Source: an optimization exercise on an open RTL-to-GDS flow (aim: small area). Production flows keep margins and buffers that such runs may drop. Only simulation tests tie the RTL to the original design; equivalence was not proved.

== JK ==
==> module centroid_tracker, before the edit <==
module centroid_tracker (
    input  logic       clk,
    input  logic       reset,
    input  logic       active,
    input  logic       frame_end,
    input  logic [9:0] px,
    input  logic [8:0] py,
    input  logic       motion_flag,
    output logic [9:0] ncx,    
    output logic [8:0] ncy,
    output logic       motion_valid
);
    logic [18:0] count;
    logic        pend;
    logic        hit;
    logic [18:0] count_b;
    logic [18:0] count_n;
    logic        qr;
    logic        at1023;
    logic [19:0] ax, ay;
    logic [9:0]  qx;
    logic [8:0]  qy;
    assign hit     = active & motion_flag;
    assign count_b = count & {19{~pend}};
    rc_add #(.W(19), .WB(1)) u_add_n (.a(count_b), .b(1'b0), .ci(hit), .s(count_n));
    assign qr     = |count_b[18:10];
    assign at1023 = &count_b[9:0] & ~qr;
    always_ff @(posedge clk or posedge reset) begin
        if (reset)
            pend <= 1'b1;
        else
            pend <= frame_end;
    end
    always_ff @(posedge clk) begin
        count <= count_n;
    end
    mean_axis #(.XW(10)) u_mx (
        .clk(clk), .pend(pend), .hit(hit), .x(px & {10{hit}}),
        .count_n(count_n), .qr(qr), .conv(hit & at1023), .a(ax), .q(qx)
    );
    mean_axis #(.XW(9)) u_my (
        .clk(clk), .pend(pend), .hit(hit), .x(py & {9{hit}}),
        .count_n(count_n), .qr(qr), .conv(hit & at1023), .a(ay), .q(qy)
    );
    logic        qr_f;
    logic [19:0] num;
    logic [9:0]  quo;
    logic [9:0]  cx_f;
    logic [8:0]  cy_f;
    assign qr_f = |count[18:10];
    assign num  = pend ? ay : ax;
    small_div u_div (.num(num), .den(count[9:0]), .quo(quo));
    assign cx_f = qr_f ? qx : quo;
    assign cy_f = qr_f ? qy : quo[8:0];
    logic [8:0] ncy_q;
    always_ff @(posedge clk) begin
        if (frame_end) ncx <= ~cx_f;
        if (pend) ncy_q <= ~cy_f;
    end
    assign ncy = pend ? ~cy_f : ncy_q;
    always_ff @(posedge clk or posedge reset) begin
        if (reset)
            motion_valid <= 1'b0;
        else if (frame_end)
            motion_valid <= |count_b;
    end
endmodule
==> module mean_axis, before the edit <==
module mean_axis #(
    parameter int XW = 10
) (
    input  logic          clk,
    input  logic          pend,
    input  logic          hit,
    input  logic [XW-1:0] x,         
    input  logic [18:0]   count_n,   
    input  logic          qr,        
    input  logic          conv,      
    output logic [19:0]   a,
    output logic [XW-1:0] q
);
    logic [19:0]   a_b;
    logic [XW-1:0] q_b;
    logic [XW:0]   d;
    logic [19:0]   t;
    logic [19:0]   u;
    logic          sgn;
    logic          dec, inc;
    logic [XW-1:0] q_pm;
    logic [19:0]   a_n;
    logic [XW-1:0] q_n;
    assign a_b = a & {20{~pend}};
    assign q_b = q & {XW{~pend}};
    rc_addc #(.W(XW+1)) u_d (.a({1'b0, x}), .b(~{1'b0, q_b & {XW{hit}}}), .ci(1'b1), .s(d), .co());
    rc_addc #(.W(20)) u_t (.a(a_b), .b({{(19-XW){d[XW]}}, d}), .ci(1'b0), .s(t), .co());
    assign sgn = t[19];
    rc_addc #(.W(20)) u_u (.a(t), .b({1'b0, count_n} ^ {20{~sgn}}), .ci(~sgn), .s(u), .co());
    assign dec = qr & sgn;
    assign inc = qr & ~sgn & ~u[19];
    rc_addc #(.W(XW)) u_q (.a(q_b), .b({XW{dec}}), .ci(inc), .s(q_pm), .co());
    assign a_n = conv ? {10'd0, t[9:0]} : ((dec | inc) ? u : t);
    assign q_n = q_pm | (t[XW+9:10] & {XW{conv}});
    always_ff @(posedge clk) begin
        a <= a_n;
        q <= q_n;
    end
endmodule
==> flow/config.mk <==
export PLATFORM = sky130hd
export DESIGN_NAME = motion_overlay_chip
export DESIGN_NICKNAME = motion_overlay_chip
export VERILOG_FILES = /design/flow/design.v
export SDC_FILE = /design/flow/constraint.sdc
export NUM_CORES = 4
export LEC_CHECK = 0
export CAP_MARGIN = 20
export CORE_MARGIN = 2
export CORE_UTILIZATION = 40
export CTS_BUF_LIST = sky130_fd_sc_hd__clkbuf_8
export CTS_CLUSTER_DIAMETER = 60
export CTS_CLUSTER_SIZE = 12
export SLEW_MARGIN = 20
==> flow/constraint.sdc <==
create_clock -name core_clock -period 100.0 [get_ports {clk}]
set_input_delay 20.0000 -clock core_clock [delete_from_list [all_inputs] [get_ports {clk}]]
set_output_delay 20.0000 -clock core_clock [all_outputs]
set_load 0.01 [all_outputs]
standard.sh (not shown) runs the stock make flow with config.mk's settings and CLKGATE_MAP_FILE= SYNTH_SCRIPT=/design/flow/synth_recipe.tcl, a recipe that flattens the netlist after the stock synthesis.
==> flow/flow/run.sh <==
#!/bin/bash
# Own layout flow: the standard flow, with three changes.
#  1. After the standard synthesis, the combinational logic between the
#     registers and adder cells is remapped for area: fapol2.py flips
#     full-adder cells to the polarity that needs the fewest inverters
#     (a full adder is self-dual), then yosys/ABC remaps the plain logic
#     (resynth.ys, resynth_s*.abc, best of four seeds by pick.py).  Registers, full-adder and tie cells are
#     kept as the standard synthesis made them (same instances, names, types).
#  2. Ports are buffered with buf_1 cells instead of clkdlybuf4s50_1.
#  3. A power-recovery (downsizing) pass runs after the placement resize.
# Each tool's output goes to a log file of its own in this folder.
set -euo pipefail
R=$PWD/orfs/results/${FLOW_PLATFORM}/motion_overlay_chip/base
ln -sf $FLOW_HOME/platforms/${FLOW_PLATFORM}/lib/sky130_fd_sc_hd__tt_025C_1v80.lib lib.lib
YOSYS=$FLOW_HOME/../tools/install/yosys/bin/yosys
[ -x "$YOSYS" ] || YOSYS=yosys
export BUFFER_PORTS_ARGS="-buffer_cell sky130_fd_sc_hd__buf_1"
export POST_RESIZE_TCL="$PWD/flow/post_resize.tcl"

# standard synthesis only
bash standard.sh $R/1_2_yosys.v > standard_synth.log 2>&1
cp $R/1_2_yosys.v std_1_2_yosys.v

python3 flow/fapol2.py std_1_2_yosys.v fapol_1_2_yosys.v --flex > fapol.log 2>&1
for sd in 0 1 2 3; do
  mkdir -p rs$sd/flow
  cp fapol_1_2_yosys.v rs$sd/
  cp flow/resynth_s$sd.abc rs$sd/flow/resynth.abc
  ln -sf ../lib.lib rs$sd/lib.lib
  ( cd rs$sd && $YOSYS -q -l resynth.log -s ../flow/resynth.ys > /dev/null 2>&1 \
      && $YOSYS -q -l resynth_check.log -s ../flow/resynth_check.ys > /dev/null 2>&1 ) &
done
wait
best=$(python3 flow/pick.py rs0 rs1 rs2 rs3 2> pick.log)
cp $best/resynth_1_2_yosys.v resynth_1_2_yosys.v
cp $best/resynth.log resynth.log
cp $best/resynth_check.log resynth_check.log
cp resynth_1_2_yosys.v $R/1_2_yosys.v
touch $R/1_2_yosys.v

# rest of the standard flow from the new netlist
bash standard.sh > standard.log 2>&1
Other scripts of this flow, unchanged in this note and not shown: flow/flow/fapol2.py, flow/flow/pick.py, flow/flow/post_resize.tcl, flow/flow/resynth.ys, flow/flow/resynth_check.ys, flow/flow/resynth_s0.abc, flow/flow/resynth_s1.abc, flow/flow/resynth_s2.abc, flow/flow/resynth_s3.abc
What MS does differently from JK at the input level:
--- a/flow/design.v
+++ b/flow/design.v
@@ -101,13 +101,14 @@
     logic        pend;
     logic        hit;
     logic [18:0] count_b;
     logic [18:0] count_n;
     logic        qr;
     logic        at1023;
-    logic [19:0] ax, ay;
+    logic [19:0] ax;
+    logic [18:0] ay;
     logic [9:0]  qx;
     logic [8:0]  qy;
     assign hit     = active & motion_flag;
     assign count_b = count & {19{~pend}};
     rc_add #(.W(19), .WB(1)) u_add_n (.a(count_b), .b(1'b0), .ci(hit), .s(count_n));
     assign qr     = |count_b[18:10];
@@ -122,23 +123,23 @@
         count <= count_n;
     end
     mean_axis #(.XW(10)) u_mx (
         .clk(clk), .pend(pend), .hit(hit), .x(px & {10{hit}}),
         .count_n(count_n), .qr(qr), .conv(hit & at1023), .a(ax), .q(qx)
     );
-    mean_axis #(.XW(9)) u_my (
+    mean_axis #(.XW(9), .AW(19)) u_my (
         .clk(clk), .pend(pend), .hit(hit), .x(py & {9{hit}}),
         .count_n(count_n), .qr(qr), .conv(hit & at1023), .a(ay), .q(qy)
     );
     logic        qr_f;
     logic [19:0] num;
     logic [9:0]  quo;
     logic [9:0]  cx_f;
     logic [8:0]  cy_f;
     assign qr_f = |count[18:10];
-    assign num  = pend ? ay : ax;
+    assign num  = pend ? {1'b0, ay} : ax;
     small_div u_div (.num(num), .den(count[9:0]), .quo(quo));
     assign cx_f = qr_f ? qx : quo;
     assign cy_f = qr_f ? qy : quo[8:0];
     logic [8:0] ncy_q;
     always_ff @(posedge clk) begin
         if (frame_end) ncx <= ~cx_f;
@@ -150,47 +151,48 @@
             motion_valid <= 1'b0;
         else if (frame_end)
             motion_valid <= |count_b;
     end
 endmodule
 module mean_axis #(
-    parameter int XW = 10
+    parameter int XW = 10,
+    parameter int AW = 20      
 ) (
     input  logic          clk,
     input  logic          pend,
     input  logic          hit,
     input  logic [XW-1:0] x,         
     input  logic [18:0]   count_n,   
     input  logic          qr,        
     input  logic          conv,      
-    output logic [19:0]   a,
+    output logic [AW-1:0] a,
     output logic [XW-1:0] q
 );
-    logic [19:0]   a_b;
+    logic [AW-1:0] a_b;
     logic [XW-1:0] q_b;
     logic [XW:0]   d;
     logic [19:0]   t;
     logic [19:0]   u;
     logic          sgn;
     logic          dec, inc;
     logic [XW-1:0] q_pm;
     logic [19:0]   a_n;
     logic [XW-1:0] q_n;
-    assign a_b = a & {20{~pend}};
+    assign a_b = a & {AW{~pend}};
     assign q_b = q & {XW{~pend}};
     rc_addc #(.W(XW+1)) u_d (.a({1'b0, x}), .b(~{1'b0, q_b & {XW{hit}}}), .ci(1'b1), .s(d), .co());
-    rc_addc #(.W(20)) u_t (.a(a_b), .b({{(19-XW){d[XW]}}, d}), .ci(1'b0), .s(t), .co());
+    rc_addc #(.W(20)) u_t (.a(20'(a_b)), .b({{(19-XW){d[XW]}}, d}), .ci(1'b0), .s(t), .co());
     assign sgn = t[19];
     rc_addc #(.W(20)) u_u (.a(t), .b({1'b0, count_n} ^ {20{~sgn}}), .ci(~sgn), .s(u), .co());
     assign dec = qr & sgn;
     assign inc = qr & ~sgn & ~u[19];
     rc_addc #(.W(XW)) u_q (.a(q_b), .b({XW{dec}}), .ci(inc), .s(q_pm), .co());
     assign a_n = conv ? {10'd0, t[9:0]} : ((dec | inc) ? u : t);
     assign q_n = q_pm | (t[XW+9:10] & {XW{conv}});
     always_ff @(posedge clk) begin
-        a <= a_n;
+        a <= a_n[AW-1:0];
         q <= q_n;
     end
 endmodule
 module small_div (
     input  logic [19:0] num,
     input  logic [9:0]  den,
==> comparison <==
- MS vs JK — wire length of the first global-routing pass dropped by a few percent
- MS vs JK: synthesized area down slightly

separate check: timing with driven ports:
How much do the figures lean on ideal ports? The routed layouts below were timed once more, with nothing changed but the port constraints. Step 1, drivers: a clkbuf_16 drives clk and a buf_2 each remaining input, both assumed. Step 2 adds t to the input delays and takes it off the output delays; t is the mean of the earliest and latest rising clock arrival at the registers after step 1. Input paths then give back, and output paths get back, about the clock's delay inside the block. Slacks: no drivers / after step 1 / after step 2; pairs: no drivers / after step 1.
run | t (ns) | slack for setup (ns) | worst hold slack (ns)
JK | 0.592 | 24.302 / 24.249 / 24.841 | 0.395 / 0.395 / 0.395
MS | 0.617 | 23.307 / 23.253 / 23.871 | 0.399 / 0.399 / 0.399
After both steps setup and hold are still met in every run listed.
